This is an optimization exercise on Yosys and OpenROAD, whose aim is a short achievable clock period and few clock cycles, not a production implementation.
The RTL was checked by simulation tests, not by an equivalence proof against the original design.
No activity file was given, so power comes from the tool's default toggle rates.

**design/flow/config.mk**
```make
export PLATFORM = sky130hd
export DESIGN_NAME = dcache_nway
export DESIGN_NICKNAME = dcache_nway
export VERILOG_FILES = /design/flow/design.v
export SDC_FILE = /design/flow/constraint.sdc
export NUM_CORES = 4
export LEC_CHECK = 0
export ABC_CLOCK_PERIOD_IN_PS = 2000
export CAP_MARGIN = 20
export CORE_MARGIN = 2
export CORE_UTILIZATION = 30
export GPL_TIMING_DRIVEN = 1
export SETUP_SLACK_MARGIN = 5
export SLEW_MARGIN = 20
export TNS_END_PERCENT = 0
```
**design/flow/constraint.sdc**
```tcl
create_clock -name core_clock -period 10.0 [get_ports {CLK}]
set_input_delay 2.0000 -clock core_clock [delete_from_list [all_inputs] [get_ports {CLK}]]
set_output_delay 2.0000 -clock core_clock [all_outputs]
set_load 0.01 [all_outputs]
```
**design/flow/run.sh**
```bash
#!/bin/bash
# synth_recipe.tcl (not shown) runs the flow's synth.tcl, then flattens the netlist and writes it again
# the make line also repeats each setting of config.mk as NAME=value (left out here)
make -C /OpenROAD-flow-scripts/flow DESIGN_CONFIG=/design/flow/config.mk WORK_HOME=/design/flow/orfs CLKGATE_MAP_FILE= SYNTH_SCRIPT=/design/flow/synth_recipe.tcl finish
```
**design/flow/design.v**
```verilog
module dcache_nway #(
  parameter int SETS  = 8,
  parameter int WAYS  = 2,
  parameter int WORDS = 2,
  parameter int CPUID = 0
) (
  input  logic        CLK,
  input  logic        RST,
  input  logic        dmemREN,
  input  logic        dmemWEN,
  input  logic [31:0] dmemaddr,
  input  logic [31:0] dmemstore,
  input  logic        halt,
  output logic [31:0] dmemload,
  output logic        dhit,
  output logic        flushed,
  output logic        dREN,
  output logic        dWEN,
  output logic [31:0] daddr,
  output logic [31:0] dstore,
  input  logic [31:0] dload,
  input  logic        dwait
);
  localparam int NS = 8;
  localparam int TW = 26;
  localparam int WB = 3;                 
  localparam logic [1:0] A_RD = 2'd0, A_WB = 2'd1, A_FL = 2'd2, A_CNT = 2'd3;
  logic [TW-1:0] r_tag   [NS][2];
  logic          r_valid [NS][2];
  logic          r_dirty [NS][2];
  logic          r_lru   [NS];           
  logic [31:0]   r_data  [NS][2][2];
  logic          o_dhit, o_ren, o_wen, o_flushed;
  logic [31:0]   o_load, o_store;
  logic [29:0]   o_addr;
  logic [1:0]    r_acc;
  logic          u_hit, m_busy, m_run, a_pend;
  logic [29:0]   m_addr;
  logic [31:0]   m_data;
  logic          m_we, m_hway, m_vway, m_vdirty;
  logic [1:0]    f_need, f_wr;
  logic          f_first;
  logic [28:0]   f_line;
  logic          f_way;
  logic          r_wbv [WB];
  logic          r_wbn;
  logic [28:0]   r_wbline [WB];
  logic [31:0]   r_wbd0 [WB], r_wbd1 [WB];
  logic [3:0]    r_fline;
  logic          r_fw;
  logic [31:0]   r_hits;
  assign dhit     = o_dhit;
  assign dmemload = o_load;
  assign dREN     = o_ren;
  assign dWEN     = o_wen;
  assign daddr    = {o_addr, 2'b00};
  assign dstore   = o_store;
  assign flushed  = o_flushed;
  logic w_act, w_done, w_rddone, w_wbdone, w_fldone, w_cntdone, w_rdw;
  assign w_act     = o_ren | o_wen;
  assign w_done    = w_act & ~dwait;
  assign w_rddone  = w_done & (r_acc == A_RD);
  assign w_wbdone  = w_done & (r_acc == A_WB);
  assign w_fldone  = w_done & (r_acc == A_FL);
  assign w_cntdone = w_done & (r_acc == A_CNT);
  assign w_rdw     = o_addr[0];           
  logic [1:0] w_fneed;                    
  logic       w_fidle;
  assign w_fneed = f_need & ~({w_rddone & w_rdw, w_rddone & ~w_rdw});
  assign w_fidle = ~(|w_fneed);
  logic          w_req, w_lk, w_wrd;
  logic [2:0]    w_idx;
  logic [TW-1:0] w_tag;
  logic [1:0]    w_m;
  logic          w_hita, w_pw, w_pend, w_hit, w_miss, w_vway, w_vdirty;
  logic [31:0]   w_d0, w_d1;
  assign w_req = dmemREN | dmemWEN;
  assign w_lk  = w_req & ~o_dhit & ~m_busy;
  assign w_idx = dmemaddr[5:3];
  assign w_wrd = dmemaddr[2];
  assign w_tag = dmemaddr[31:6];
  logic [1:0] w_eq [NS];
  always_comb begin
    for (int s = 0; s < NS; s++)
      for (int w = 0; w < 2; w++)
        w_eq[s][w] = r_valid[s][w] && (r_tag[s][w] == w_tag);
    w_m = w_eq[w_idx];
  end
  assign w_d0     = r_data[w_idx][0][w_wrd];
  assign w_d1     = r_data[w_idx][1][w_wrd];
  assign w_hita   = w_m[0] | w_m[1];
  assign w_pw     = f_wr[w_wrd] && (f_line[2:0] == w_idx) && (f_way == w_m[1]);
  assign w_pend   = w_pw & ~dmemWEN;
  assign w_hit    = w_lk & w_hita & ~w_pend;
  assign w_miss   = w_lk & ~w_hita;
  assign w_vway   = ~r_valid[w_idx][0] ? 1'b0 : ~r_valid[w_idx][1] ? 1'b1 : r_lru[w_idx];
  assign w_vdirty = r_valid[w_idx][w_vway] & r_dirty[w_idx][w_vway];
  logic          s_we, s_vdirty, s_wbhit, s_first, w_start;
  logic [29:0]   s_addr;
  assign s_addr   = m_busy ? m_addr : dmemaddr[31:2];
  assign s_we     = m_busy ? m_we   : dmemWEN;
  assign s_vdirty = m_busy ? m_vdirty : w_vdirty;
  assign s_first  = s_we ^ s_addr[0];     
  logic w_pop, w_wbfree, w_push, w_nv0;
  logic w_nv [WB];                        
  always_comb begin
    for (int i = 0; i < WB - 1; i++) w_nv[i] = w_pop ? r_wbv[i+1] : r_wbv[i];
    w_nv[WB-1] = w_pop ? 1'b0 : r_wbv[WB-1];
    s_wbhit = r_wbv[0] & ~w_pop & (r_wbline[0] == s_addr[29:1]);
    for (int i = 1; i < WB; i++)
      if (r_wbv[i] && r_wbline[i] == s_addr[29:1]) s_wbhit = 1'b1;
  end
  assign w_pop    = w_wbdone & r_wbn;
  assign w_nv0    = w_nv[0];
  assign w_wbfree = ~w_nv[WB-1];
  assign w_push   = a_pend & m_vdirty;
  assign w_start  = (w_miss | (m_busy & ~m_run)) & w_fidle & ~s_wbhit
                    & (w_wbfree | ~s_vdirty);
  logic [15:0] w_dv;
  logic        w_anyd;
  logic [3:0]  w_fsel;
  always_comb begin
    for (int s = 0; s < NS; s++)
      for (int w = 0; w < 2; w++) w_dv[2*s+w] = r_valid[s][w] & r_dirty[s][w];
    if (r_fw) w_dv[r_fline] = 1'b0;
    w_anyd = |w_dv;
    w_fsel = '0;
    for (int i = 15; i >= 0; i--)
      if (w_dv[i]) w_fsel = 4'(i);
  end
  logic w_keep, w_wbn_nxt, w_flok, w_rdword;
  assign w_keep    = w_act & dwait;
  assign w_rdword  = w_fneed[f_first] ? f_first : ~f_first;
  assign w_wbn_nxt = w_wbdone ? ~r_wbn : r_wbn;
  assign w_flok    = halt & ~(|f_need) & ~r_wbv[0] & ~m_busy & ~a_pend & ~o_flushed
                     & ~w_cntdone;
  always_ff @(posedge CLK or posedge RST) begin
    if (RST) begin
      o_dhit    <= 1'b0;
      o_ren     <= 1'b0;
      o_wen     <= 1'b0;
      o_flushed <= 1'b0;
      u_hit     <= 1'b0;
      m_busy    <= 1'b0;
      m_run     <= 1'b0;
      a_pend    <= 1'b0;
      f_need    <= 2'b00;
      f_wr      <= 2'b00;
      for (int i = 0; i < WB; i++) r_wbv[i] <= 1'b0;
      r_wbn     <= 1'b0;
      r_fw      <= 1'b0;
      r_hits    <= '0;
      for (int s = 0; s < NS; s++) begin
        r_lru[s] <= 1'b0;
        for (int w = 0; w < 2; w++) begin
          r_valid[s][w] <= 1'b0;
          r_dirty[s][w] <= 1'b0;
        end
      end
    end else begin
      o_dhit <= w_hit | (w_start & s_we) | (m_run & w_rddone & (w_rdw == m_addr[0]));
      u_hit  <= w_hit;
      a_pend <= w_start;
      if (o_dhit) r_hits <= r_hits + 32'd1;
      if (u_hit) begin
        r_lru[m_addr[3:1]] <= ~m_hway;
        if (m_we) r_dirty[m_addr[3:1]][m_hway] <= 1'b1;
      end
      f_need <= w_fneed;
      f_wr   <= f_wr & ~({w_rddone & w_rdw, w_rddone & ~w_rdw});
      if (w_hit && dmemWEN && w_pw) f_wr[w_wrd] <= 1'b0;
      if (w_miss) m_busy <= 1'b1;
      if (m_run && w_rddone && (w_rdw == m_addr[0])) begin
        m_busy <= 1'b0;
        m_run  <= 1'b0;
      end
      if (w_start) begin
        f_need <= 2'b11;
        f_wr   <= s_we ? (s_addr[0] ? 2'b01 : 2'b10) : 2'b11;
        m_busy <= ~s_we;
        m_run  <= ~s_we;
      end
      if (a_pend) begin
        r_lru[m_addr[3:1]]           <= ~m_vway;
        r_valid[m_addr[3:1]][m_vway] <= 1'b1;
        r_dirty[m_addr[3:1]][m_vway] <= m_we;
      end
      for (int i = 0; i < WB; i++)
        r_wbv[i] <= w_nv[i] | (w_push & (i == 0 || w_nv[i > 0 ? i - 1 : 0]));
      r_wbn    <= w_wbn_nxt;
      if (w_fldone) begin
        r_fw <= ~r_fw;
        if (r_fw) r_dirty[r_fline[3:1]][r_fline[0]] <= 1'b0;
      end
      if (w_cntdone) o_flushed <= 1'b1;
      if (!w_keep) begin
        o_ren <= 1'b0;
        o_wen <= 1'b0;
        if (!w_fidle || w_start)        o_ren <= 1'b1;
        else if (w_nv0 && !w_lk)        o_wen <= 1'b1;
        else if (w_flok)         o_wen <= 1'b1;
      end
    end
  end
  always_ff @(posedge CLK) begin
    if (w_lk) begin
      o_load   <= w_m[1] ? w_d1 : w_d0;
      m_addr   <= dmemaddr[31:2];
      m_we     <= dmemWEN;
      m_data   <= dmemstore;
      m_hway   <= w_m[1];
      m_vway   <= w_vway;
      m_vdirty <= w_vdirty;
    end
    if (m_run && w_rddone) o_load <= dload;
    if (w_fidle) begin
      f_line  <= s_addr[29:1];
      f_way   <= m_busy ? m_vway : w_vway;
      f_first <= s_first;
    end
    if (w_rddone && f_wr[w_rdw]) r_data[f_line[2:0]][f_way][w_rdw] <= dload;
    if (u_hit && m_we) r_data[m_addr[3:1]][m_hway][m_addr[0]] <= m_data;
    if (a_pend) begin
      r_tag[m_addr[3:1]][m_vway] <= m_addr[29:4];
      if (m_we) r_data[m_addr[3:1]][m_vway][m_addr[0]] <= m_data;
    end
    for (int i = 0; i < WB; i++) begin
      if (w_pop && i < WB - 1) begin
        r_wbline[i] <= r_wbline[i < WB - 1 ? i + 1 : i];
        r_wbd0[i]   <= r_wbd0[i < WB - 1 ? i + 1 : i];
        r_wbd1[i]   <= r_wbd1[i < WB - 1 ? i + 1 : i];
      end
      if (w_push && !w_nv[i] && (i == 0 || w_nv[i > 0 ? i - 1 : 0])) begin
        r_wbline[i] <= {r_tag[m_addr[3:1]][m_vway], m_addr[3:1]};
        r_wbd0[i]   <= r_data[m_addr[3:1]][m_vway][0];
        r_wbd1[i]   <= r_data[m_addr[3:1]][m_vway][1];
      end
    end
    if (!w_keep) begin
      if (!w_fidle) begin
        r_acc  <= A_RD;
        o_addr <= {f_line, w_rdword};
      end else if (w_lk || w_start || !(w_nv0 || halt)) begin
        r_acc  <= A_RD;
        o_addr <= {s_addr[29:1], s_first};
      end else if (w_nv0) begin
        r_acc  <= A_WB;
        o_addr <= {(w_pop ? r_wbline[1] : r_wbline[0]), w_wbn_nxt};
      end else if (w_fldone && !r_fw) begin
        r_acc  <= A_FL;
        o_addr <= {o_addr[29:1], 1'b1};
      end else if (w_anyd) begin
        r_acc  <= A_FL;
        o_addr <= {r_tag[w_fsel[3:1]][w_fsel[0]], w_fsel[3:1], 1'b0};
      end else begin
        r_acc  <= A_CNT;
        o_addr <= 30'((32'h3100 + 32'(4 * CPUID)) >> 2);
      end
      if (w_nv0)
        o_store <= w_pop ? r_wbd0[1] : (w_wbn_nxt ? r_wbd1[0] : r_wbd0[0]);
      else if (w_fldone && !r_fw)
        o_store <= r_data[r_fline[3:1]][r_fline[0]][1];
      else if (w_anyd)
        o_store <= r_data[w_fsel[3:1]][w_fsel[0]][0];
      else
        o_store <= r_hits;
      if (!w_fldone || r_fw) r_fline <= w_fsel;
    end
  end
endmodule
```
==> run_results.csv, run 1 <==
group,metric,value,unit
global_route,grt_util_met3,8.57,%
timing,slew_violations,0,
hold_path,hold_path.class,"reg2reg",
synthesis,ys_seq_area_share,50.7,%
power,seqPwrFrac,32.9,%
global_route,antenna_found_initial,43,
routing,final_antenna_net_count,0,
floorplanning,die-area,396000,sq um
global_route,grt_pass1_wl,715000,um
worst_setup_path,critical_path_class,"in2reg",
global_route,busiest_layer,"met2",
power,p_switching,14.6,mW
worst_setup_path,startpoint_type,"primary input",
synthesis,syn_area_per_cell,13.5,sq um
synthesis,post-synth-top-count-cell,"edfxtp_1",
global_route,grt_max_degree,139,
worst_setup_path,rr_worst_depth,14,
clock_network,ctsHoldBuffers,0,
synthesis,yosysUniqueCellTypes,87,
global_route,track_usage,25.9,%
clock_network,clk_pin_slew_worst_paths,0.06,ns
global_route,use_met1,33.4,%
routing,drt_iter0_markers,16400,
hold_path,hold_depth,1,
power,power.leakage,44.2,nW
timing,setup-violations-final,0,
layout,final_cells,13900,
synthesis,synth-seq-cells,2005,
timing,rsz0062_at_grt,"yes",
clock_network,h-tree-depth,4,
synthesis,synth_commonest_cells,"edfxtp_1, mux2_2, nand2_1",
layout,fin_nets,8656,
floorplanning,core,389000,sq um
clock_network,cts.sinks,2005,
synthesis,synth_edf_count,1887,
global_route,overflow,0,
timing,clock.fmax,0.189,GHz
worst_setup_path,cp.required,10.58,ns
power,clkPwrFrac,23.4,%
timing,worstMarginPinSlew,1.29,ns
worst_setup_path,critPathMaxFanout,76,
synthesis,syn_inst,8685,
power,vdd_ir_drop_max,0.000469,V
synthesis,synth_area_leaders,"edfxtp_1, mux4_2, mux2_2",
synthesis,synth_async_sr_flop_share,4.44,%
placement,port_buffers,197,
flow_run,max-cap-violations,0,
worst_setup_path,crit_path_end_kind,"flip-flop",
timing,whs,0.506,ns
floorplanning,rows,229,
floorplanning,io_pins,202,
floorplanning,die_y,629,um
timing,clock_skew,0.138,ns
placement,dp_hpwl,314000,um
synthesis,yosysTopAreaCellShare,48.3,%
floorplanning,initial_core_util,30.1,%
layout,final_core_util,34.4,%
floorplanning,die_x,629,um
placement,dpl.cell_count,13500,
global_route,use_met2,36.9,%
synthesis,synth-main-ff-cell,"edfxtp_1",
global_route,grt_pass1_vias,84200,
timing,fin_crit_sh,53.0,%
routing,vias_per_cell,6.39,
power,p_int,20.3,mW
power,power_per_cell_area,261,nW/um^2
synthesis,synth_top_cell_by_area,"edfxtp_1",
routing,vias,89100,
timing,period_minus_slack,5.30,ns
synthesis,ys_warn_count,10,
clock_network,cts_tree,"done",
timing,setup_tns,0,ns
routing,first_pass_iters,9,
clock_network,clk_latency,0.97,ns
clock_network,cts_buffer_depth,4,
clock_network,clockRootBuffer,"clkbuf_16",
routing,drc,0,
routing,avgRoutedWirePerCell,38.5,um
placement,gp_congestion,0.998,
routing,wirelength,536000,um
layout,syn_to_final_growth,14.2,%
power,p_sw_share,41.8,%
worst_setup_path,crit_arrival,5.89,ns
synthesis,synthesis.area,117000,sq um
run_status,outcome,"finished clean",
power,combPwrFrac,43.7,%
timing,finalHoldViolations,0,
timing,slew_headroom,13.9,%
layout,drive_gt1_share,31.7,%
clock_network,cts-buffers-inserted,221,
[sequential cells by signal, summed over array words and instances (netlist names), 30 cells and up]
signal / flops
m_addr: 30
r_hits: 32
r_wbd0: 96
r_wbd1: 96
r_wbline: 87
o_addr: 30
o_load: 32
r_tag: 416
o_store: 32
r_data: 1024
m_data: 32
[critical path, cell delays in order]
cell and delay, ns:
buf_6 0.23, buf_12 0.65, nor2b_1 0.21, nand2_1 0.41, nor4_1 0.11, a32oi_1 0.33, nand4_1 0.21, buf_8 0.23
or3_1 0.48, a31oi_1 0.79
[what timing repair did]
item	4_1_cts	5_1_grt
setup endpoints to repair	1051	798
pin swaps	6	14
resized for setup	71	107
cloned	5	5
setup buffers	16	37
[area by class of cell]
type / count / area, sq um
fill: 37700 / 255000
timing repair buffer: 491 / 5030
antenna: 21 / 52.6
tap: 5197 / 6500
multi-input combinational: 5770 / 55600
clock buffer: 283 / 5870
clock inverter: 110 / 1000
sequential: 2005 / 59500
inverter: 61 / 254
[layer usage]
metal | vias to the layer above | part of all wire (%)
met1 | 45100 | 36
li1 | 33600 | -
met4 | 29 | 8.0
met5 | - | 0.085
met3 | 1872 | 15
met2 | 8478 | 41
[final timing paths]
| kind | startpoint | slack [ns] | endpoint |
|---|---|---|---|
| worst min register to register | r_hits[31] | 0.51 | r_hits[31] |
| max in group asynchronous | RST | 6.82 | m_busy |
| worst max register to register | m_busy | 4.84 | o_addr[12] |
| worst min-delay path | r_hits[31] | 0.51 | r_hits[31] |
| min in group asynchronous | RST | 1.79 | r_hits[5] |
| worst max-delay path | dmemaddr[3] | 4.70 | o_load[20] |
[power groups by stage]
stage	registers (mW)	clock network, mW	logic (mW)
final	11.5	8.16	15.3
after global routing	11.6	8.47	15.5
after CTS	11.4	8.19	14.4
after detailed placement	11.6	0	13.9
after global placement	11.6	0	13.8
after floorplan	11.0	0	8.60
[per-stage QoR]
step                setup WS [ns]  area [sq um]  power (mW)
floorplan                    4.15        117000        19.6
global placement             2.49        125000        25.3
detailed placement           2.50        125000        25.5
CTS                          4.68        133000        34.0
global route                 4.80        134000        35.6
finish                       4.70        134000        34.9
[cells in the final DEF, fill, tap and decap left out, types with 177 or more instances in the layout]
cell	count
a21oi_1	373
buf_4	199
clkbuf_16	226
clkdlybuf4s50_1	183
edfxtp_1	1887
mux2_2	1212
mux2i_1	455
mux4_2	717
nand2_1	932
nand3_1	177
nor2_1	187
o22ai_1	198
xnor2_1	399
[logic make-up (layout without fill, tap and decap cells)]
group	after synthesis	in the layout	share of synthesized area, %
multiplexers	2413	2413	29.7
flip-flops	2005	2005	50.7
AND/OR/NAND/NOR	1837	1838	7.22
AO/OA/AOI/OAI	973	974	5.20
buffers and inverters	913	945	3.10
XOR/XNOR	539	539	4.03
adder cells (fa/ha/maj)	4	4	0.0427
other	1	23	0.00320
Testbench counts, summed over its fixed seeds: cycles 26,745.
==> run 2: changes to the inputs <==
--- a/design/flow/design.v
+++ b/design/flow/design.v
@@ -44,2 +44,5 @@
   logic          f_way;
+  logic          c_v, c_way, c_w;
+  logic [2:0]    c_idx;
+  logic [31:0]   c_d;
   logic          r_wbv [WB];
@@ -48,4 +51,4 @@
   logic [31:0]   r_wbd0 [WB], r_wbd1 [WB];
-  logic [3:0]    r_fline;
-  logic          r_fw;
+  logic [3:0]    r_fline, r_nline;
+  logic          r_fbusy, r_nv, r_flok;
   logic [31:0]   r_hits;
@@ -88,4 +91,6 @@
   end
-  assign w_d0     = r_data[w_idx][0][w_wrd];
-  assign w_d1     = r_data[w_idx][1][w_wrd];
+  logic w_fwd;
+  assign w_fwd    = c_v && (c_idx == w_idx) && (c_w == w_wrd);
+  assign w_d0     = (w_fwd && !c_way) ? c_d : r_data[w_idx][0][w_wrd];
+  assign w_d1     = (w_fwd &&  c_way) ? c_d : r_data[w_idx][1][w_wrd];
   assign w_hita   = w_m[0] | w_m[1];
@@ -97,9 +102,3 @@
   assign w_vdirty = r_valid[w_idx][w_vway] & r_dirty[w_idx][w_vway];
-  logic          s_we, s_vdirty, s_wbhit, s_first, w_start;
-  logic [29:0]   s_addr;
-  assign s_addr   = m_busy ? m_addr : dmemaddr[31:2];
-  assign s_we     = m_busy ? m_we   : dmemWEN;
-  assign s_vdirty = m_busy ? m_vdirty : w_vdirty;
-  assign s_first  = s_we ^ s_addr[0];     
-  logic w_pop, w_wbfree, w_push, w_nv0;
+  logic w_pop, w_wbfree, w_push, w_nv0, w_lwbhit, w_mwbhit;
   logic w_nv [WB];                        
@@ -108,5 +107,8 @@
     w_nv[WB-1] = w_pop ? 1'b0 : r_wbv[WB-1];
-    s_wbhit = r_wbv[0] & ~w_pop & (r_wbline[0] == s_addr[29:1]);
-    for (int i = 1; i < WB; i++)
-      if (r_wbv[i] && r_wbline[i] == s_addr[29:1]) s_wbhit = 1'b1;
+    w_lwbhit = r_wbv[0] & ~w_pop & (r_wbline[0] == dmemaddr[31:3]);
+    w_mwbhit = r_wbv[0] & ~w_pop & (r_wbline[0] == m_addr[29:1]);
+    for (int i = 1; i < WB; i++) begin
+      if (r_wbv[i] && r_wbline[i] == dmemaddr[31:3]) w_lwbhit = 1'b1;
+      if (r_wbv[i] && r_wbline[i] == m_addr[29:1])   w_mwbhit = 1'b1;
+    end
   end
@@ -116,4 +118,10 @@
   assign w_push   = a_pend & m_vdirty;
-  assign w_start  = (w_miss | (m_busy & ~m_run)) & w_fidle & ~s_wbhit
-                    & (w_wbfree | ~s_vdirty);
+  logic w_lstart, w_mstart, w_start, s_we, s_first;
+  logic [29:0] s_addr;
+  assign w_lstart = w_miss & w_fidle & ~w_lwbhit & (w_wbfree | ~w_vdirty);
+  assign w_mstart = m_busy & ~m_run & w_fidle & ~w_mwbhit & (w_wbfree | ~m_vdirty);
+  assign w_start  = w_lstart | w_mstart;
+  assign s_addr   = m_busy ? m_addr : dmemaddr[31:2];
+  assign s_we     = m_busy ? m_we   : dmemWEN;
+  assign s_first  = s_we ^ s_addr[0];     
   logic [15:0] w_dv;
@@ -124,3 +132,3 @@
       for (int w = 0; w < 2; w++) w_dv[2*s+w] = r_valid[s][w] & r_dirty[s][w];
-    if (r_fw) w_dv[r_fline] = 1'b0;
+    if (r_fbusy) w_dv[r_fline] = 1'b0;
     w_anyd = |w_dv;
@@ -130,3 +138,3 @@
   end
-  logic w_keep, w_wbn_nxt, w_flok, w_rdword;
+  logic w_keep, w_wbn_nxt, w_flok, w_rdword, w_flw1, w_flnext;
   assign w_keep    = w_act & dwait;
@@ -134,4 +142,5 @@
   assign w_wbn_nxt = w_wbdone ? ~r_wbn : r_wbn;
-  assign w_flok    = halt & ~(|f_need) & ~r_wbv[0] & ~m_busy & ~a_pend & ~o_flushed
-                     & ~w_cntdone;
+  assign w_flok    = halt & ~(|f_need) & ~r_wbv[0] & ~m_busy & ~a_pend & ~o_flushed;
+  assign w_flw1    = r_fbusy & ~o_addr[0];                     
+  assign w_flnext  = r_flok & w_flok & (~r_fbusy | w_fldone) & ~w_cntdone;
   always_ff @(posedge CLK or posedge RST) begin
@@ -148,5 +157,7 @@
       f_wr      <= 2'b00;
+      c_v       <= 1'b0;
       for (int i = 0; i < WB; i++) r_wbv[i] <= 1'b0;
       r_wbn     <= 1'b0;
-      r_fw      <= 1'b0;
+      r_fbusy   <= 1'b0;
+      r_flok    <= 1'b0;
       r_hits    <= '0;
@@ -168,2 +179,3 @@
       end
+      c_v    <= w_rddone & f_wr[w_rdw];
       f_need <= w_fneed;
@@ -189,7 +201,9 @@
         r_wbv[i] <= w_nv[i] | (w_push & (i == 0 || w_nv[i > 0 ? i - 1 : 0]));
-      r_wbn    <= w_wbn_nxt;
-      if (w_fldone) begin
-        r_fw <= ~r_fw;
-        if (r_fw) r_dirty[r_fline[3:1]][r_fline[0]] <= 1'b0;
-      end
+      r_wbn <= w_wbn_nxt;
+      r_flok <= w_flok;
+      if (w_fldone && o_addr[0]) begin
+        r_fbusy <= 1'b0;
+        r_dirty[r_fline[3:1]][r_fline[0]] <= 1'b0;
+      end
+      if (w_flnext && !w_flw1 && r_nv && !w_keep) r_fbusy <= 1'b1;
       if (w_cntdone) o_flushed <= 1'b1;
@@ -198,5 +212,5 @@
         o_wen <= 1'b0;
-        if (!w_fidle || w_start)        o_ren <= 1'b1;
-        else if (w_nv0 && !w_lk)        o_wen <= 1'b1;
-        else if (w_flok)         o_wen <= 1'b1;
+        if (!w_fidle || w_start)    o_ren <= 1'b1;
+        else if (w_nv0 && !w_lk)    o_wen <= 1'b1;
+        else if (w_flnext)          o_wen <= 1'b1;
       end
@@ -220,3 +234,9 @@
     end
-    if (w_rddone && f_wr[w_rdw]) r_data[f_line[2:0]][f_way][w_rdw] <= dload;
+    c_d   <= dload;
+    c_idx <= f_line[2:0];
+    c_way <= f_way;
+    c_w   <= w_rdw;
+    r_nline <= w_fsel;
+    r_nv    <= w_anyd;
+    if (c_v) r_data[c_idx][c_way][c_w] <= c_d;
     if (u_hit && m_we) r_data[m_addr[3:1]][m_hway][m_addr[0]] <= m_data;
@@ -234,4 +254,6 @@
         r_wbline[i] <= {r_tag[m_addr[3:1]][m_vway], m_addr[3:1]};
-        r_wbd0[i]   <= r_data[m_addr[3:1]][m_vway][0];
-        r_wbd1[i]   <= r_data[m_addr[3:1]][m_vway][1];
+        r_wbd0[i]   <= (c_v && c_idx == m_addr[3:1] && c_way == m_vway && !c_w)
+                       ? c_d : r_data[m_addr[3:1]][m_vway][0];
+        r_wbd1[i]   <= (c_v && c_idx == m_addr[3:1] && c_way == m_vway && c_w)
+                       ? c_d : r_data[m_addr[3:1]][m_vway][1];
       end
@@ -242,3 +264,3 @@
         o_addr <= {f_line, w_rdword};
-      end else if (w_lk || w_start || !(w_nv0 || halt)) begin
+      end else if (w_lk || w_mstart || !(w_nv0 || halt)) begin
         r_acc  <= A_RD;
@@ -246,23 +268,19 @@
       end else if (w_nv0) begin
-        r_acc  <= A_WB;
-        o_addr <= {(w_pop ? r_wbline[1] : r_wbline[0]), w_wbn_nxt};
-      end else if (w_fldone && !r_fw) begin
-        r_acc  <= A_FL;
-        o_addr <= {o_addr[29:1], 1'b1};
-      end else if (w_anyd) begin
-        r_acc  <= A_FL;
-        o_addr <= {r_tag[w_fsel[3:1]][w_fsel[0]], w_fsel[3:1], 1'b0};
+        r_acc   <= A_WB;
+        o_addr  <= {(w_pop ? r_wbline[1] : r_wbline[0]), w_wbn_nxt};
+        o_store <= w_pop ? r_wbd0[1] : (w_wbn_nxt ? r_wbd1[0] : r_wbd0[0]);
+      end else if (w_flw1) begin
+        r_acc   <= A_FL;
+        o_addr  <= {o_addr[29:1], 1'b1};
+        o_store <= r_data[r_fline[3:1]][r_fline[0]][1];
+      end else if (r_nv) begin
+        r_acc   <= A_FL;
+        o_addr  <= {r_tag[r_nline[3:1]][r_nline[0]], r_nline[3:1], 1'b0};
+        o_store <= r_data[r_nline[3:1]][r_nline[0]][0];
+        r_fline <= r_nline;
       end else begin
-        r_acc  <= A_CNT;
-        o_addr <= 30'((32'h3100 + 32'(4 * CPUID)) >> 2);
-      end
-      if (w_nv0)
-        o_store <= w_pop ? r_wbd0[1] : (w_wbn_nxt ? r_wbd1[0] : r_wbd0[0]);
-      else if (w_fldone && !r_fw)
-        o_store <= r_data[r_fline[3:1]][r_fline[0]][1];
-      else if (w_anyd)
-        o_store <= r_data[w_fsel[3:1]][w_fsel[0]][0];
-      else
+        r_acc   <= A_CNT;
+        o_addr  <= 30'((32'h3100 + 32'(4 * CPUID)) >> 2);
         o_store <= r_hits;
-      if (!w_fldone || r_fw) r_fline <= w_fsel;
+      end
     end
==> design/flow/flow/run.sh (new file) <==
#!/bin/bash
set -euo pipefail
bash standard.sh SETUP_SLACK_MARGIN=7.5 TNS_END_PERCENT=0 finish > standard_flow.log 2>&1
==> design/flow/standard.sh (new file) <==
#!/bin/bash
# synth_recipe.tcl (not shown) runs the flow's synth.tcl, then flattens the netlist and writes it again
# the make line also repeats each setting of config.mk as NAME=value (left out here)
make -C /OpenROAD-flow-scripts/flow DESIGN_CONFIG=/design/flow/config.mk WORK_HOME=/design/flow/orfs CLKGATE_MAP_FILE= SYNTH_SCRIPT=/design/flow/synth_recipe.tcl "${@:-finish}"
removed: design/flow/run.sh
==> run 2 against run 1 <==
  * Still clean on timing, DRC and antenna
  * Power is 11% lower
  * Routed wire length is 5.1% higher
  * Combinational power is 33% lower
  * Clock-buffer cell count is 25 higher
  * Die area is 3.0% higher
  * Via count is 3.9% lower
  * Clock power is 14% higher
  * Critical path depth is 1 higher
  * Global-route usage is 0.91 points higher
  * Core utilization is 1.2 points higher
  * Clock skew is 0.025 ns lower
==> run_results.csv, run 2 <==
group,metric,value,unit
clock_network,cts.sinks,2049,
worst_setup_path,cp.required,10.80,ns
timing,clock_skew,0.112,ns
floorplanning,die_y,638,um
global_route,use_met2,39.2,%
routing,drt_iter0_markers,14500,
layout,final_common_cell,"edfxtp_1",
global_route,track_usage,26.8,%
routing,drc,0,
clock_network,cts_tree,"done",
clock_network,h-tree-depth,4,
placement,dpl-instance-area,129000,sq um
routing,vias_per_cell,6.41,
timing,finalHoldViolations,0,
layout,fill_cells,37800,
clock_network,clk_latency,1.01,ns
synthesis,yosysTopAreaCellShare,46.9,%
worst_setup_path,rr_worst_depth,10,
layout,final_cells,13400,
placement,port_buffers,197,
clock_network,cts_buffer_depth,4,
timing,period_minus_slack,4.14,ns
synthesis,synthesis.area,121000,sq um
timing,setup_tns,0,ns
flow_run,max-cap-violations,0,
floorplanning,initial_core_util,30.1,%
power,vdd_ir_drop_max,0.000312,V
synthesis,ys_warn_count,10,
layout,fin_nets,7953,
worst_setup_path,crit_arrival,4.95,ns
routing,first_pass_iters,6,
worst_setup_path,startpoint_type,"primary input",
floorplanning,die_x,638,um
layout,drive_gt1_share,44.2,%
global_route,grt_util_met3,9.56,%
routing,vias,85700,
power,power.total,31.1,mW
synthesis,syn_inst,7729,
synthesis,yosysUniqueCellTypes,82,
layout,final_cell_mix,"edfxtp_1, mux4_2, mux2_2",
global_route,overflow,0,
floorplanning,core,402000,sq um
timing,clock.fmax,0.241,GHz
synthesis,syn_area_per_cell,15.6,sq um
clock_network,clk_pin_slew_worst_paths,0.08,ns
floorplanning,rows,233,
layout,design_area,143000,sq um
run_status,outcome,"finished clean",
synthesis,ys_seq_area_share,50.0,%
layout,syn_to_final_growth,18.3,%
global_route,antenna_found_initial,48,
worst_setup_path,critPathMaxFanout,6,
routing,wirelength,563000,um
placement,dpl.cell_count,12700,
synthesis,synth_async_sr_flop_share,4.44,%
synthesis,synth-seq-cells,2049,
synthesis,synth_top_cell_by_area,"edfxtp_1",
synthesis,synth-main-ff-cell,"edfxtp_1",
floorplanning,die-area,408000,sq um
hold_path,hold_depth,0,
placement,gp_congestion,0.958,
timing,setup-violations-final,0,
clock_network,cts-buffers-inserted,237,
layout,largest_reg_flops,1024,
hold_path,hold_path.class,"reg2reg",
worst_setup_path,crit_path_end_kind,"flip-flop",
timing,slew_headroom,16.8,%
worst_setup_path,critical_path_class,"in2reg",
clock_network,clockRootBuffer,"clkbuf_16",
power,power_per_cell_area,217,nW/um^2
timing,slew_violations,0,
global_route,use_met1,33.8,%
synthesis,post-synth-top-count-cell,"edfxtp_1",
timing,rsz0062_at_grt,"yes",
power,power.leakage,45.6,nW
global_route,busiest_layer,"met2",
placement,dp_hpwl,336000,um
global_route,grt_max_degree,107,
timing,fin_crit_sh,41.4,%
global_route,grt_pass1_wl,746000,um
routing,avgRoutedWirePerCell,42.1,um
synthesis,synth_commonest_cells,"edfxtp_1, mux4_2, mux2_2",
synthesis,synth_edf_count,1887,
timing,worstMarginPinSlew,1.25,ns
floorplanning,io_pins,202,
synthesis,synth_area_leaders,"edfxtp_1, mux4_2, mux2_2",
global_route,grt_pass1_vias,82300,
routing,final_antenna_net_count,0,
==> run 2: cell type report <==
| type | instances | area [sq um] | area share [%] |
|---|---|---|---|
| antenna | 31 | 77.6 | 0.0543 |
| clock buffer | 308 | 6490 | 4.55 |
| clock inverter | 130 | 1580 | 1.11 |
| inverter | 69 | 304 | 0.213 |
| multi-input combinational | 4841 | 59400 | 41.6 |
| sequential | 2049 | 60400 | 42.3 |
| tap | 5287 | 6620 | 4.63 |
| timing repair buffer | 647 | 7960 | 5.57 |
| timing repair inverter | 2 | 17.5 | 0.0123 |
==> run 2: critical path, cell delays in order <==
cell,delay (ns)
clkbuf_4,0.19
buf_12,0.20
xnor2_1,0.56
nand4_1,0.19
nor3_1,0.71
a22oi_1,0.20
nand4_1,0.18
buf_12,0.15
o21ai_1,0.13
o31ai_1,0.30
mux2i_1,0.12
==> run 2: logic make-up (layout without fill, tap and decap cells) <==
logic type	after synthesis	in the layout	share of synthesized area [%]
muxes	2488	2488	34.5
AOI/OAI and AO/OA	537	538	2.80
DFF	2049	2049	50.0
xor gates and xnor gates	635	635	4.61
adders and majority gates	4	4	0.0414
and+or+nand+nor	1167	1174	4.82
other	1	33	0.00311
buffers and inverters	848	1156	3.27
==> run 2: path summary, 6_finish.rpt <==
path,startpoint,end,slack (ns)
worst min register to register,f_way,c_way,0.41
min in group asynchronous,RST,r_hits[23],1.55
worst max-delay path,dmemaddr[20],f_wr[0],5.86
max in group asynchronous,RST,o_flushed,6.94
worst min-delay path,f_way,c_way,0.41
worst max register to register,m_addr[2],r_wbd0[1][20],5.87
==> run 2: power by group <==
part | switching (mW) | total, mW | internal, mW
Clock | 3.92 | 9.29 | 5.37
Sequential | 1.11 | 11.5 | 10.4
Combinational | 6.16 | 10.3 | 4.09
Total | 11.2 | 31.1 | 19.9
==> run 2: through the flow <==
step | setup WS (ns) | util [%] | hold slack [ns]
final | 5.86 | 35.6 | 0.406
after global routing | 5.94 | 35.5 | 0.423
after CTS | 6.01 | 35.3 | 0.408
after detailed placement | 2.53 | 32.0 | 0.423
after global placement | 2.54 | 32.0 | 0.446
after floorplan | 5.05 | - | 0.368
==> run 2: routing by layer <==
metal,wire (um),vias up
met5,355,-
met4,44300,42
met3,80600,1651
met2,240000,7652
met1,198000,44600
li1,-,31700
==> run 2: timing repair <==
item	4_1_cts	5_1_grt
buffers inserted	102	32
gates resized for setup	694	68
gates cloned	57	4
hold buffers	0	0
endpoints found under the setup margin	3539	3514
pin swaps	61	46
Testbench counts of run 2, summed over its fixed seeds: cycles 26,754.

-- afterwards: timing with drivers on the ports --
In the flow no input, the clock included, has a driving cell. The finished layouts below were timed again as built, in two steps.
Step 1 (the two cells are an assumption about what drives the block):
set clk [get_ports {CLK}]
set_driving_cell -lib_cell sky130_fd_sc_hd__clkbuf_16 $clk
set_driving_cell -lib_cell sky130_fd_sc_hd__buf_2 [delete_from_list [all_inputs] $clk]
Step 2 also shifts input and output timing later by t, the mid clock arrival at the registers, as if the neighbouring blocks saw the same clock.
Three values: no drivers, after step 1, after step 2; two values: the first two.
run	t, ns	setup WS [ns]	worst setup path after step 2	slew at the worst register clock pin (ns)
run 1	1.011	4.696 / 4.775 / 3.763	input to register	0.07 / 0.07
run 2	1.065	5.856 / 5.702 / 4.637	input to register	0.08 / 0.08
After both steps every run listed still meets setup and hold. For run 2, which loses most, drivers alone change the setup slack by -0.154 ns; drivers and shift together by -1.219 ns.
